Context: an optimization exercise on an open-source flow, tuned for small area, a short achievable clock period and few clock cycles per item. The choices shown serve that exercise and are no tape-out recipe. In this exercise RTL edits were held to simulation tests only and were not proved equivalent to the original. Power and IR drop assume default switching activity.

### flow/flow/run.sh
#!/bin/bash
# The standard layout, with a plain buf_4 in place of the default port buffer
# cell (every input and output port still gets its own buffer).
set -euo pipefail
export BUFFER_PORTS_ARGS="-buffer_cell sky130_fd_sc_hd__buf_4"
bash standard.sh > standard.log 2>&1
### flow/standard.sh
#!/bin/bash
# synth_recipe.tcl (not shown) runs the flow's synth.tcl, then flattens the netlist and writes it again
# the make line also repeats each setting of config.mk as NAME=value (left out here)
make -C /OpenROAD-flow-scripts/flow DESIGN_CONFIG=/design/flow/config.mk WORK_HOME=/design/flow/orfs CLKGATE_MAP_FILE= SYNTH_SCRIPT=/design/flow/synth_recipe.tcl "${@:-finish}"
### flow/config.mk
export PLATFORM = sky130hd
export DESIGN_NAME = hs_npu_cmd_scheduler
export DESIGN_NICKNAME = hs_npu_cmd_scheduler
export VERILOG_FILES = /design/flow/design.v
export SDC_FILE = /design/flow/constraint.sdc
export NUM_CORES = 4
export LEC_CHECK = 0
export CAP_MARGIN = 20
export CORE_MARGIN = 2
export CORE_UTILIZATION = 40
export CTS_CLUSTER_DIAMETER = 60
export CTS_CLUSTER_SIZE = 30
export SETUP_SLACK_MARGIN = 2.1
export SLEW_MARGIN = 30
export SYNTH_HIERARCHICAL = 1
### flow/constraint.sdc
create_clock -name core_clock -period 4.5 [get_ports {clk}]
set_input_delay 0.9000 -clock core_clock [delete_from_list [all_inputs] [get_ports {clk}]]
set_output_delay 0.9000 -clock core_clock [all_outputs]
set_load 0.01 [all_outputs]
### flow/design.v
module hs_npu_cmd_scheduler #(
  parameter int unsigned NUM_CORES = 4,
  parameter int unsigned CMD_WIDTH = 256,
  parameter int unsigned CMD_DEPTH = 8,
  parameter int unsigned CNT_W     = $clog2(CMD_DEPTH + 1)
) (
  input  logic                  clk,
  input  logic                  rst_n,
  input  logic                  cmd_valid_i,
  output logic                  cmd_ready_o,
  input  logic [CMD_WIDTH-1:0]  cmd_data_i,
  input  logic                  cmd_barrier_i,
  input  logic                  flush_i,
  output logic [NUM_CORES-1:0]  core_exec_valid_o,
  input  logic [NUM_CORES-1:0]  core_exec_ready_i,
  output logic [CMD_WIDTH-1:0]  core_cmd_o,
  input  logic [NUM_CORES-1:0]  core_done_i,
  output logic [NUM_CORES-1:0]  core_busy_o,
  output logic [CNT_W-1:0]      queue_count_o,
  output logic [31:0]           completed_count_o,
  output logic                  idle_o,
  output logic                  err_o
);
  localparam int unsigned SLICES = 4;
  localparam int unsigned SW     = CMD_WIDTH / SLICES;
  logic [CMD_WIDTH-1:0] mem     [CMD_DEPTH];
  logic [CMD_DEPTH-1:0] mem_bar;
  logic [CMD_DEPTH-1:0] rd_oh, wr_oh, rd_inc, rd_inc2, wr_nx;
  logic [CNT_W-1:0]     count, count_nx;
  logic [NUM_CORES-1:0] busy, busy_nx, free_nx, done_busy, valid, valid_nx, pick0, pick1;
  logic                 full, full_nx, push, hs, any_valid, idle_q;
  logic                 ge1, ge2, ge3;           
  logic                 fr1, fr2;                
  logic                 free1, free2, free_all, done1, done2;
  logic                 bar0, bar1, bar2, bar0_nx, bar1_nx, off0, off1;
  logic [CMD_WIDTH-1:0] ocmd, ocmd_nx;
  logic [31:0]          done_cnt;
  assign push = cmd_valid_i & ~full & ~flush_i;
  assign cmd_ready_o       = ~full & ~flush_i;
  assign core_busy_o       = busy;
  assign queue_count_o     = count;
  assign idle_o            = idle_q;
  assign core_exec_valid_o = valid;
  assign core_cmd_o        = ocmd;
  assign any_valid = (valid != '0);
  assign hs        = |(valid & core_exec_ready_i);
  assign rd_inc  = {rd_oh[CMD_DEPTH-2:0], rd_oh[CMD_DEPTH-1]};
  assign rd_inc2 = {rd_inc[CMD_DEPTH-2:0], rd_inc[CMD_DEPTH-1]};
  always_comb begin
    if (flush_i) begin
      count_nx = (any_valid && !hs) ? CNT_W'(1) : '0;
      wr_nx    = any_valid ? rd_inc : rd_oh;
    end else begin
      count_nx = count + CNT_W'(push) - CNT_W'(hs);
      wr_nx    = push ? {wr_oh[CMD_DEPTH-2:0], wr_oh[CMD_DEPTH-1]} : wr_oh;
    end
  end
  assign full_nx = ~flush_i & ~hs & ((count == CNT_W'(CMD_DEPTH)) |
                                     ((count == CNT_W'(CMD_DEPTH - 1)) & cmd_valid_i));
  assign busy_nx = (busy & ~core_done_i) | (valid & core_exec_ready_i);
  assign free_nx   = ~busy | core_done_i;
  assign done_busy = core_done_i & busy;
  assign done1     = |done_busy;
  always_comb begin
    done2 = 1'b0;
    for (int i = 0; i < int'(NUM_CORES); i++)
      for (int j = i + 1; j < int'(NUM_CORES); j++)
        done2 = done2 | (done_busy[i] & done_busy[j]);
  end
  logic fr2_nx;
  always_comb begin
    fr2_nx = 1'b0;
    for (int i = 0; i < int'(NUM_CORES); i++)
      for (int j = i + 1; j < int'(NUM_CORES); j++)
        fr2_nx = fr2_nx | (~busy_nx[i] & ~busy_nx[j]);
  end
  assign free1    = fr1 | done1;
  assign free2    = fr2 | (fr1 & done1) | done2;
  assign free_all = ~|(busy & ~core_done_i);
  always_comb begin
    bar2 = 1'b0;
    for (int i = 0; i < int'(CMD_DEPTH); i++) bar2 = bar2 | (mem_bar[i] & rd_inc2[i]);
  end
  assign bar0_nx = hs ? (ge2 ? bar1 : cmd_barrier_i) : (ge1 ? bar0 : cmd_barrier_i);
  assign bar1_nx = hs ? (ge3 ? bar2 : cmd_barrier_i) : (ge2 ? bar1 : cmd_barrier_i);
  assign off0 = ((hb0 & free_all) | (nb0 & free1)) & (~flush_i | any_valid);
  assign off1 = nb1 & free2 & ~flush_i;
  always_comb begin
    pick0 = '0;
    pick1 = '0;
    for (int i = int'(NUM_CORES) - 1; i >= 0; i--) begin
      if (free_nx[i]) pick0 = NUM_CORES'(1) << i;
      if (free_nx[i] && !valid[i]) pick1 = NUM_CORES'(1) << i;
    end
  end
  assign valid_nx = hs ? (off1 ? pick1 : '0) : (any_valid ? valid : (off0 ? pick0 : '0));
  logic [CMD_DEPTH-1:0] rd_pk, rd_pk_nx, rd_nx;
  assign rd_nx    = hs ? rd_inc : rd_oh;
  assign rd_pk_nx = (valid_nx != '0) ? {rd_nx[CMD_DEPTH-2:0], rd_nx[CMD_DEPTH-1]} : rd_nx;
  for (genvar g = 0; g < int'(SLICES); g++) begin : g_sel
    logic [CMD_DEPTH*SW-1:0] d;
    always_comb begin
      for (int i = 0; i < int'(CMD_DEPTH); i++) d[i*SW +: SW] = mem[i][g*SW +: SW];
    end
    hs_npu_cmd_sel #(.W(SW), .N(CMD_DEPTH)) u_sel (
      .d_i     (d),
      .pk_i    (rd_pk),
      .cur_i   (ocmd[g*SW +: SW]),
      .up_i    (any_valid),
      .off0_i  (off0),
      .off1_i  (off1),
      .hs_i    (hs),
      .rst_ni  (rst_n),
      .q_o     (ocmd_nx[g*SW +: SW])
    );
  end
  always_ff @(posedge clk) ocmd <= ocmd_nx;
  always_ff @(posedge clk) begin
    if (!rst_n) begin
      rd_oh  <= CMD_DEPTH'(1);
      rd_pk  <= CMD_DEPTH'(1);
      wr_oh  <= CMD_DEPTH'(1);
      count  <= '0;
      full   <= 1'b0;
      ge1    <= 1'b0;
      ge2    <= 1'b0;
      ge3    <= 1'b0;
      fr1    <= 1'b1;
      fr2    <= 1'b1;
      valid  <= '0;
      idle_q <= 1'b1;
    end else begin
      rd_oh  <= rd_nx;
      rd_pk  <= rd_pk_nx;
      wr_oh  <= wr_nx;
      count  <= count_nx;
      full   <= full_nx;
      ge1    <= ge1_nx;
      ge2    <= ge2_nx;
      ge3    <= ge3_nx;
      fr1    <= ~&busy_nx;
      fr2    <= fr2_nx;
      valid  <= valid_nx;
      idle_q <= ~ge1_nx & (busy_nx == '0);
    end
  end
  logic hb0, nb0, nb1, ge1_nx, ge2_nx;
  logic up, dn, ge3_nx, ge4;
  assign ge4    = (count >= CNT_W'(4));
  assign up     = push & ~hs;
  assign dn     = hs & ~push;
  assign ge1_nx = flush_i ? (any_valid & ~hs) : (up | (dn ? ge2 : ge1));
  assign ge2_nx = ~flush_i & (up ? ge1 : (dn ? ge3 : ge2));
  assign ge3_nx = ~flush_i & (up ? ge2 : (dn ? ge4 : ge3));
  always_ff @(posedge clk) begin
    bar0 <= bar0_nx;
    bar1 <= bar1_nx;
    if (!rst_n) begin
      hb0 <= 1'b0;
      nb0 <= 1'b0;
      nb1 <= 1'b0;
    end else begin
      hb0 <= ge1_nx & bar0_nx;
      nb0 <= ge1_nx & ~bar0_nx;
      nb1 <= ge2_nx & ~bar1_nx;
    end
  end
  always_ff @(posedge clk) begin
    for (int i = 0; i < int'(CMD_DEPTH); i++) begin
      if (wr_oh[i] && !full) begin
        mem[i]     <= cmd_data_i;
        mem_bar[i] <= cmd_barrier_i;
      end
    end
  end
  always_comb begin
    done_cnt = '0;
    for (int k = 0; k < int'(NUM_CORES); k++) begin
      done_cnt = done_cnt + 32'(done_busy[k]);
    end
  end
  localparam int unsigned LOW_W = 3;
  logic [LOW_W:0]       cnt_low;
  logic [31-LOW_W:0]    cnt_high, cnt_high_inc;
  logic [NUM_CORES-1:0] th, th_nx, dn_ge;
  logic                 carry;
  assign cnt_low      = {1'b0, completed_count_o[LOW_W-1:0]} + done_cnt[LOW_W:0];
  assign cnt_high_inc = completed_count_o[31:LOW_W] + 1'b1;
  always_comb begin
    for (int k = 1; k <= int'(NUM_CORES); k++)
      th_nx[k-1] = ({1'b0, cnt_low[LOW_W-1:0]} >= (LOW_W+1)'((1 << LOW_W) - k));
  end
  assign dn_ge[0] = |done_busy;
  assign dn_ge[1] = (done_busy[0] & done_busy[1]) | (done_busy[2] & done_busy[3]) |
                    ((done_busy[0] | done_busy[1]) & (done_busy[2] | done_busy[3]));
  assign dn_ge[2] = (done_busy[0] & done_busy[1] & (done_busy[2] | done_busy[3])) |
                    (done_busy[2] & done_busy[3] & (done_busy[0] | done_busy[1]));
  assign dn_ge[3] = &done_busy;
  assign carry    = |(th & dn_ge);
  assign cnt_high = carry ? cnt_high_inc : completed_count_o[31:LOW_W];
  always_ff @(posedge clk) begin
    if (!rst_n) begin
      busy              <= '0;
      completed_count_o <= '0;
      th                <= '0;
      err_o             <= 1'b0;
    end else begin
      busy              <= busy_nx;
      completed_count_o <= {cnt_high, cnt_low[LOW_W-1:0]};
      th                <= th_nx;
      if (|(core_done_i & ~busy)) err_o <= 1'b1;
    end
  end
endmodule
module hs_npu_cmd_sel #(
  parameter int unsigned W = 64,
  parameter int unsigned N = 8
) (
  input  logic [N*W-1:0] d_i,
  input  logic [N-1:0]   pk_i,
  input  logic [W-1:0]   cur_i,
  input  logic           up_i,
  input  logic           off0_i,
  input  logic           off1_i,
  input  logic           hs_i,
  input  logic           rst_ni,
  output logic [W-1:0]   q_o
);
  logic [W-1:0] pk_d;
  logic         load, keep;
  always_comb begin
    pk_d = '0;
    for (int i = 0; i < int'(N); i++) pk_d = pk_d | (d_i[i*W +: W] & {W{pk_i[i]}});
  end
  assign load = rst_ni & (hs_i ? off1_i : (~up_i & off0_i));
  assign keep = rst_ni & ~hs_i & up_i;
  assign q_o  = (pk_d & {W{load}}) | (cur_i & {W{keep}});
endmodule
==> impl_metrics.toml, run 1 <==
[clock_tree]
cts_made_buffers = 152
cts_max_level = 4
insertion_delay_ns = 0.83
clock_sinks = 2397
clockBufferDepth = 3
cts_tree = "yes"
cts-root-buf = "clkbuf_16"
path_clk_slew_ns = 0.10

[logic_synthesis]
synth.area.top_cells = "edfxtp_1 (73%), a22oi_1 (9.1%), dfxtp_1 (8.1%), a22o_2 (2.6%), nand4_1 (1.9%)"
yosysWarnings = 9
seq_area_frac_synth_pct = 80.9
synth_top_area_share_pct = 72.9
ys_types = 69
syn_area_sq_um = 84700
synth_edf_count = 2056
yosys.area.top_type = "edfxtp_1"
ys.flop_type = "edfxtp_1"
syn-num-nets = 4954
avgSynthCellArea_sq_um = 18.1
async_flop_share_pct = 0
synth_cells = 4671
ys_ff_latch = 2397

[drt]
drc = 0
vias = 48100
drt.antenna.violating_nets = 0
routedWlPerCell_microns = 28.4
routed_wl_mm = 235
drtIter0Drc = 4260
drt_pass1_iterations = 5
vias_per_cell = 5.82

[finish]
postLayoutCellArea_sq_um = 100000
drive_gt1_share_pct = 25.9
final_nets = 5592
area_growth_pct = 18.5

[place]
numPortBuffers = 571
dpl.hpwl_mm = 126
pre_cts_slack_ns = 0.723
routabilityCongestion = 0.784
dpl-instance-area_sq_um = 92800

[critical_path]
worstPathRequired_ns = 5.23
path_buf_inv = 5
path_class = "flop to flop"
cpMaxStageDelayCell = "dfxtp_4"
crit_path_max_incr_delay_ns = 0.37
path_cells = "a22o_4 -> o31a_1 -> a31o_2 -> a21boi_4 -> buf_6 -> buf_6 -> or3b_4 -> a21boi_4 -> buf_12 -> clkbuf_16 -> buf_16 -> a22o_4"
cp.arrival_ns = 3.40
cp-end-kind = "flop"
crit_fanout = 6
cpLargestDelayFamily = "compound AO/OA/AOI/OAI gates"
startpoint_type = "flop"

[power_and_ir_drop]
ir_drop_mv = 0.397
swShare_pct = 23.1
pwr-share-comb_pct = 4.7
clkPwrFrac_pct = 36.6
power_density_nw_per_um2 = 430
p_int_mw = 33.2
p_leak_nw = 33.2
p_switching_mw = 9.96
p_seq_share_pct = 58.7

[grt]
antenna_found_initial = 39
grt-ovfl-total = 0
grt_pass1_vias = 47800
grt_max_degree = 110
grt_pass1_wl_mm = 334
grt_usage_pct = 20.8

[outcome]
outcome = "complete, no violations"

[sta]
setup_viol = 0
finalSetupTns_ns = 0
skew_ns = 0.0457
finalHoldViolCount = 0
drv_slew = 0
rsz0062_at_grt = "yes"
worst_slack_ns = 1.84
worst_pin_slew_ns = 1.06
finalCritPeriodShare_pct = 59.2
layout_min_cycle_time_ns = 2.66
whs_ns = 0.282
fmax_mhz = 376
worst_slew_margin_rel_pct = 29.4

[floorplan]
initial_core_util_pct = 40.4
die-height_microns = 464
rows = 168
dieArea_sq_um = 216000
io_pins = 572
design.core.area_sq_um = 210000
die_x_microns = 464

[hold_path]
hp-class = "input port to flop"

[run]
drv_cap = 0
-- cells in the mapped netlist, types with 5 or more instances --
cell	n
edfxtp_1	2056
or3_1	12
a22oi_1	1026
a21oi_1	36
nor2_1	52
and3_1	11
a22o_2	220
a31oi_1	5
nor2b_1	15
clkbuf_1	176
a311oi_1	7
o21ai_0	17
o311ai_0	5
a22o_1	40
ha_1	10
and4_1	8
buf_2	36
nand4_1	264
nor3_1	10
inv_1	23
and2_1	9
nand3_1	13
buf_12	28
xnor2_1	10
dfxtp_1	341
buf_1	62
mux2i_1	10
mux2_2	8
nand2_1	77
-- placed cells by master (no fill, tap or decap), types with 8 or more instances in the layout --
cell        instances
edfxtp_1         2056
a22oi_1          1026
buf_4             669
dfxtp_1           287
nand4_1           264
a22o_2            176
clkbuf_16         173
nand2_1            74
buf_12             68
nor2_1             48
a22o_4             46
a22o_1             38
dfxtp_2            38
a21oi_1            33
clkinv_8           25
inv_6              22
inv_1              21
diode_2            18
buf_6              17
o21ai_0            16
dfxtp_4            16
inv_8              14
nand3_1            13
or3_1              12
and3_1             11
clkinv_4           11
buf_16             11
nor2b_4            10
clkinvlp_4          9
xnor2_1             9
mux2i_1             9
inv_16              9
clkinv_2            9
inv_12              9
and4_1              8
and2_1              8
nor3_1              8
mux2_2              8
bufinv_16           8
clkbuf_1            8
-- layer usage --
layer / share of wire, % / GRT usage [%] / wire length, microns
met5: 0.078 / 0 / 184
met1: 42 / 28.4 / 99500
met4: 2.5 / 5.97 / 5750
met3: 6.7 / 3.93 / 15700
met2: 48 / 33.9 / 114000
-- power groups by stage --
| stage | Sequential, mW | Combinational [mW] | Clock (mW) |
|---|---|---|---|
| 6_report | 25.3 | 2.02 | 15.8 |
| 5_1_grt | 25.4 | 2.18 | 16.9 |
| 4_1_cts | 25.3 | 1.98 | 16.1 |
| 3_5_place_dp | 25.8 | 1.94 | 0 |
| 3_3_place_gp | 25.8 | 1.91 | 0 |
| 2_1_floorplan | 25.9 | 0.854 | 0 |
-- stage by stage --
step                power, mW  cells  utilization (%)
global placement         27.7   7873             44.2
global route             44.5   8260             47.8
finish                   43.2   8264             47.8
detailed placement       27.8   7874             44.2
CTS                      43.4   8193             47.2
floorplan                26.7   4671                -
-- state kept, by name, indices dropped and copies added (netlist names), 4 cells and up --
register           flops
mem                 2048
ocmd                 256
completed_count_o     32
mem_bar                8
rd_oh                  8
rd_pk                  8
wr_oh                  8
busy                   4
count                  4
th                     4
valid                  4
-- cell families after synthesis --
| kind of cell | count (synthesis) | synth area share [%] |
|---|---|---|
| buffers and inverters | 329 | 2.07 |
| AND/OR/NAND/NOR | 500 | 3.39 |
| AO/OA/AOI/OAI | 1399 | 13.0 |
| multiplexers | 18 | 0.224 |
| adder cells (fa/ha/maj) | 14 | 0.242 |
| XOR/XNOR | 14 | 0.145 |
| flip-flops | 2397 | 80.9 |
-- timing repair --
action	4_1_cts	5_1_grt
buffers inserted	26	34
gates cloned	7	19
gates resized for setup	117	82
endpoints found under the setup margin	341	550
hold buffers	0	0
pin swaps	48	46
-- path summary, 6_finish.rpt --
| kind | endpoint | slack [ns] | cells past startpoint | from |
|---|---|---|---|---|
| max reg2reg | ocmd[156] | 1.84 | 12 | busy[0] |
| min | mem[2][82] | 0.28 | 1 | cmd_data_i[82] |
| max | ocmd[156] | 1.84 | 12 | busy[0] |
| min reg2reg | ocmd[3] | 0.49 | 1 | ocmd[3] |
-- cell type report --
type,instances,area [sq um]
Tap cell,2805,3510
Clock buffer,166,3970
Clock inverter,120,1650
Antenna cell,18,45.0
Multi-Input combinational cell,1946,15100
Sequential cell,2397,68700
Inverter,24,93.8
Fill cell,17500,110000
Timing Repair Buffer,787,7370
Timing Repair inverter,1,7.51
Testbench counts, summed over its fixed seeds: cycles 4,434, items 2,400.
==> run 2: changes to the inputs <==
--- a/flow/config.mk
+++ b/flow/config.mk
@@ -11,5 +11,5 @@
 export CTS_CLUSTER_DIAMETER = 60
 export CTS_CLUSTER_SIZE = 30
-export SETUP_SLACK_MARGIN = 2.1
+export SETUP_SLACK_MARGIN = 2.3
 export SLEW_MARGIN = 30
 export SYNTH_HIERARCHICAL = 1
==> impl_metrics.toml, run 2 <==
[finish]
largest_reg_flops = 2048
final_cells = 8484
postLayoutCellArea_sq_um = 104000
area_growth_pct = 23.3
multi_input_area_sq_um = 15500
final_nets = 5813
reg_top3 = "mem: 2048 flops, ocmd: 256 flops, completed_count_o: 32 flops"
ff_latch_area_sq_um = 69200
drive_gt1_share_pct = 33.7
finish.utilization_pct = 49.8
final_cell_mix = "edfxtp_1 (2056), a22oi_1 (1026), buf_4 (556)"
regMostFlops = "mem"
final_common_cell = "edfxtp_1"
fill_cells = 17000

[logic_synthesis]
syn-num-nets = 4954
synth.area.top_cells = "edfxtp_1 (73%), a22oi_1 (9.1%), dfxtp_1 (8.1%), a22o_2 (2.6%), nand4_1 (1.9%)"
seq_area_frac_synth_pct = 80.9
synthTopCellsByCount = "edfxtp_1 (2056), a22oi_1 (1026), dfxtp_1 (341)"
avgSynthCellArea_sq_um = 18.1
synth_cells = 4671
synth_top_area_share_pct = 72.9
syn_area_sq_um = 84700
yosysMostFrequentCell = "edfxtp_1"
async_flop_share_pct = 0
ys_types = 69
yosys.area.top_type = "edfxtp_1"
ys_ff_latch = 2397
yosysWarnings = 9
synth_edf_count = 2056
ys.flop_type = "edfxtp_1"

[floorplan]
die_x_microns = 464
dieArea_sq_um = 216000
initial_core_util_pct = 40.4
die-height_microns = 464
io_pins = 572
rows = 168
design.core.area_sq_um = 210000

[grt]
grt_pass1_vias = 49200
grt_pass1_wl_mm = 342
grt_max_degree = 110
antenna_found_initial = 38
grt-ovfl-total = 0
grt_usage_pct = 21.3

[clock_tree]
cts-root-buf = "clkbuf_16"
clock_sinks = 2397
path_clk_slew_ns = 0.10
insertion_delay_ns = 0.83
cts_tree = "yes"
cts_made_buffers = 152
clockBufferDepth = 3
hold_buffers = 0
cts_max_level = 4

[drt]
drtIter0Drc = 4728
routed_wl_mm = 240
drt_pass1_iterations = 6
drc = 0
routedWlPerCell_microns = 28.3
vias_per_cell = 5.81
vias = 49300
drt.antenna.violating_nets = 0

[run]
drv_cap = 0

[place]
numPortBuffers = 571
dpl-instance-area_sq_um = 92800
routabilityCongestion = 0.784
pre_cts_slack_ns = 0.723
dpl.hpwl_mm = 126
dp.cells = 7874

[power_and_ir_drop]
power_density_nw_per_um2 = 414
p_leak_nw = 35.2
ir_drop_mv = 0.387
power_mw = 43.3

[critical_path]
path_class = "flop to flop"
worstPathRequired_ns = 5.23
cp.arrival_ns = 3.39
crit_fanout = 5
cp-end-kind = "flop"
startpoint_type = "flop"

[hold_path]
hp-class = "input port to flop"

[sta]
drv_slew = 0
setup_viol = 0
finalCritPeriodShare_pct = 59.2
fmax_mhz = 376
skew_ns = 0.0466
whs_ns = 0.283
finalHoldViolCount = 0
finalSetupTns_ns = 0
worst_pin_slew_ns = 1.07
rsz0062_at_grt = "yes"
worst_slew_margin_rel_pct = 28.8
worst_slack_ns = 1.84
layout_min_cycle_time_ns = 2.66

[outcome]
outcome = "complete, no violations"
## run 2: cell counts after synthesis
No cell type changed its count.
## run 2: path summary, 6_finish.rpt
kind	start	to	slack, ns	depth (start not counted)
setup / recovery	busy[2]	ocmd[155]	1.84	12
hold reg to reg	ocmd[57]	ocmd[57]	0.48	1
setup reg to reg	busy[2]	ocmd[155]	1.84	12
hold / removal	cmd_data_i[82]	mem[2][82]	0.28	1
## run 2: kinds of logic (layout without fill, tap and decap cells)
family | after synthesis | in the layout | synth area share, %
flip-flops | 2397 | 2397 | 80.9
AO/OA/AOI/OAI | 1399 | 1399 | 13.0
AND/OR/NAND/NOR | 500 | 501 | 3.39
buffers and inverters | 329 | 1319 | 2.07
multiplexers | 18 | 18 | 0.224
adder cells (fa/ha/maj) | 14 | 14 | 0.242
XOR/XNOR | 14 | 14 | 0.145
other | 0 | 17 | 0
## run 2: area by class of cell
type / count / area share, %
clock inverters: 120 / 1.58
well taps: 2805 / 3.36
inverters: 24 / 0.0898
repair inverters: 1 / 0.00718
clock buffers: 166 / 3.80
multi-input cells: 1946 / 14.9
diodes: 17 / 0.0407
flip-flops and latches: 2397 / 66.2
repair buffers: 1008 / 10.1
## run 2: worst max-delay path: stages (launching register included)
cell,delay (ns)
dfxtp_4,0.37
a22o_4,0.26
o31a_1,0.28
a31o_2,0.25
buf_4,0.14
a21boi_4,0.13
buf_6,0.15
or3b_4,0.24
a21boi_4,0.07
buf_12,0.14
clkbuf_16,0.17
buf_16,0.14
a22o_4,0.21
## run 2: power breakdown
part	leakage, nW	internal [mW]	switching (mW)
logic	10.3	0.751	1.40
registers	22.2	25.0	0.255
clock network	2.71	7.44	8.36
## run 2: routing by layer
layer  track usage, %  vias up  wire length [microns]
met5                0        -                    204
met4             6.16       36                   5760
met3             3.94      293                  15700
met2             34.8     1715                 117000
met1             29.0    26000                 101000
li1                 -    21300                      -
## run 2: repair_timing
action                                  in CTS  in global routing
endpoints found under the hold margin        0                  0
endpoints found under the setup margin     746               1240
setup buffers                              191                 78
pin swaps                                   85                 37
gates resized for setup                    781                156
cloned                                      14                 24
==> run 3: changes to the inputs <==
==> flow/run.sh (new file) <==
#!/bin/bash
# synth_recipe.tcl (not shown) runs the flow's synth.tcl, then flattens the netlist and writes it again
# the make line also repeats each setting of config.mk as NAME=value (left out here)
make -C /OpenROAD-flow-scripts/flow DESIGN_CONFIG=/design/flow/config.mk WORK_HOME=/design/flow/orfs CLKGATE_MAP_FILE= SYNTH_SCRIPT=/design/flow/synth_recipe.tcl finish
--- a/flow/config.mk
+++ b/flow/config.mk
@@ -11,5 +11,5 @@
 export CTS_CLUSTER_DIAMETER = 60
 export CTS_CLUSTER_SIZE = 30
-export SETUP_SLACK_MARGIN = 2.3
+export SETUP_SLACK_MARGIN = 2.1
 export SLEW_MARGIN = 30
 export SYNTH_HIERARCHICAL = 1
removed: flow/flow/run.sh
removed: flow/standard.sh
==> impl_metrics.toml, run 3 <==
[floorplan]
rows = 168
die-height_microns = 464
initial_core_util_pct = 40.4
io_pins = 572
die_x_microns = 464
dieArea_sq_um = 216000
design.core.area_sq_um = 210000

[logic_synthesis]
synth_edf_count = 2056
syn_area_sq_um = 84700
synthTopCellsByCount = "edfxtp_1 (2056), a22oi_1 (1026), dfxtp_1 (341)"
ys_ff_latch = 2397
synth.area.top_cells = "edfxtp_1 (73%), a22oi_1 (9.1%), dfxtp_1 (8.1%), a22o_2 (2.6%), nand4_1 (1.9%)"
yosys.area.top_type = "edfxtp_1"
ys.flop_type = "edfxtp_1"
yosysMostFrequentCell = "edfxtp_1"
async_flop_share_pct = 0
yosysWarnings = 9
avgSynthCellArea_sq_um = 18.1
syn-num-nets = 4954
seq_area_frac_synth_pct = 80.9
ys_types = 69
synth_cells = 4671
synth_top_area_share_pct = 72.9

[critical_path]
reg2reg_from = "valid[0]"
cp-end-kind = "flop"
crit_fanout = 11
worstPathRequired_ns = 5.27
startpoint_type = "input port"
cp.arrival_ns = 3.55
critPathLaunch = "core_exec_ready_i[3]"
path_class = "input port to flop"
reg2reg_setup_slack_ns = 1.78

[outcome]
outcome = "complete, no violations"

[drt]
vias = 48300
drc = 0
vias_per_cell = 5.79
drtIter0Drc = 4911
drt_pass1_iterations = 5
drt.antenna.violating_nets = 0
routed_wl_mm = 236
routedWlPerCell_microns = 28.3

[grt]
grt-ovfl-total = 0
grt_pass1_vias = 47900
grt_usage_pct = 21.2
grt_pass1_wl_mm = 338
antenna_found_initial = 42
grt_max_degree = 108

[finish]
final_cells = 8336
area_growth_pct = 20.8
final_common_cell = "edfxtp_1"
finish.utilization_pct = 48.8
reg_top3 = "mem: 2048 flops, ocmd: 256 flops, completed_count_o: 32 flops"
final_cell_mix = "edfxtp_1 (2056), a22oi_1 (1026), nand4_1 (264)"
final_nets = 5665
drive_gt1_share_pct = 25.5
fill_cells = 17400
largest_reg_flops = 2048
postLayoutCellArea_sq_um = 102000
regMostFlops = "mem"

[clock_tree]
cts-root-buf = "clkbuf_16"
cts_max_level = 4
clock_sinks = 2397
clockBufferDepth = 3
path_clk_slew_ns = 0.10
insertion_delay_ns = 0.86
cts_tree = "yes"
hold_buffers = 0
cts_made_buffers = 152

[run]
drv_cap = 0

[power_and_ir_drop]
ir_drop_mv = 0.386
pwr-share-comb_pct = 4.9
power_mw = 43.2
p_seq_share_pct = 58.6
p_int_mw = 32.9
power_density_nw_per_um2 = 421
swShare_pct = 23.7
clkPwrFrac_pct = 36.5
p_leak_nw = 33.7
p_switching_mw = 10.2

[sta]
finalSetupTns_ns = 0
finalHoldViolCount = 0
drv_slew = 0
setup_viol = 0
skew_ns = 0.0540
whs_ns = 0.473
finalCritPeriodShare_pct = 61.8
worst_slew_margin_rel_pct = 35.0
rsz0062_at_grt = "yes"
fmax_mhz = 360
worst_slack_ns = 1.72
layout_min_cycle_time_ns = 2.78
worst_pin_slew_ns = 0.975

[place]
dp.cells = 7888
dpl.hpwl_mm = 124
dpl-instance-area_sq_um = 94400
pre_cts_slack_ns = 0.340
routabilityCongestion = 0.793
numPortBuffers = 571

[hold_path]
hp-class = "flop to flop"
hp-start = "ocmd[191]"
## run 3: cell counts after synthesis
No cell type changed its count.
## run 3: what timing repair did
item | in CTS | in global routing
gates cloned | 19 | 8
pin swaps | 72 | 41
setup endpoints to repair | 595 | 325
resized for setup | 1564 | 75
buffers inserted | 87 | 29
## run 3: routing by layer
metal  GRT usage (%)  vias up  share of wire (%)  routed length, microns
met4            5.10       32                1.7                    4100
met5               0        -              0.087                     204
li1                -    20900                  -                       -
met1            29.5    25300                 43                  101000
met2            35.0     1731                 49                  116000
met3            3.40      260                6.5                   15300
## run 3: power groups by stage
stage / combinational [mW] / clock (mW) / sequential (mW)
floorplan: 0.854 / 0 / 25.9
detailed placement: 2.03 / 0 / 25.9
CTS: 2.10 / 16.0 / 25.3
finish: 2.12 / 15.7 / 25.3
global route: 2.28 / 16.8 / 25.4
global placement: 1.99 / 0 / 25.8
## run 3: path summary, 6_finish.rpt
kind / end / depth (start not counted)
max: ocmd[112] / 12
max reg2reg: ocmd[112] / 11
min reg2reg: ocmd[191] / 1
min: ocmd[191] / 1
## run 3: kinds of logic (layout without fill, tap and decap cells)
family | count (synthesis) | count (layout) | share of synthesized area (%)
adder cells (fa/ha/maj) | 14 | 14 | 0.242
buffers and inverters | 329 | 1172 | 2.07
AO/OA/AOI/OAI | 1399 | 1399 | 13.0
XOR/XNOR | 14 | 14 | 0.145
AND/OR/NAND/NOR | 500 | 500 | 3.39
multiplexers | 18 | 18 | 0.224
flip-flops | 2397 | 2397 | 80.9
other | 0 | 17 | 0
## run 3: critical path, stage by stage
cell	delay, ns
clkdlybuf4s50_1	0.46
a222oi_1	0.38
buf_4	0.23
nand2_4	0.06
buf_4	0.14
buf_12	0.12
buf_16	0.14
or3b_4	0.40
a21boi_4	0.16
buf_12	0.21
buf_12	0.16
a22o_2	0.13
## run 3: final cells by class
class	instances	area, sq um	area share [%]
timing repair buffer	862	8760	8.55
inverter	24	103	0.100
sequential	2397	69000	67.4
multi-input combinational	1945	15300	15.0
tap	2805	3510	3.43
clock buffer	154	3820	3.73
antenna	17	42.5	0.0415
clock inverter	132	1800	1.76

[port drivers added, routing unchanged]
No port has a modelled driver above. Below, the same layouts with a new extraction and two added sets of constraints. Step 1, drivers: a clkbuf_16 drives clk and a buf_2 each remaining input, both assumed. Step 2 moves the port delays by t, midway between the first and last clock arrival at a register: inputs arrive t later, outputs are due t later. That takes back most of the time a late clock gives input paths. Three values: no drivers, after step 1, after step 2; two values: the first two.
| run | t, ns | setup WS [ns] | worst register clock-pin slew, ns | worst slew at a driven data input, ns |
|---|---|---|---|---|
| run 1 | 0.909 | 1.838 / 1.838 / 1.114 | 0.11 / 0.11 | 0.17 |
| run 2 | 0.902 | 1.837 / 1.837 / 1.108 | 0.11 / 0.11 | 0.18 |
| run 3 | 0.914 | 1.720 / 1.777 / 0.863 | 0.11 / 0.11 | 0.19 |
After both steps setup and hold are still met in every run listed. The setup slack of run 3, which loses most, moves by +0.057 ns with the drivers and by -0.857 ns with both steps.
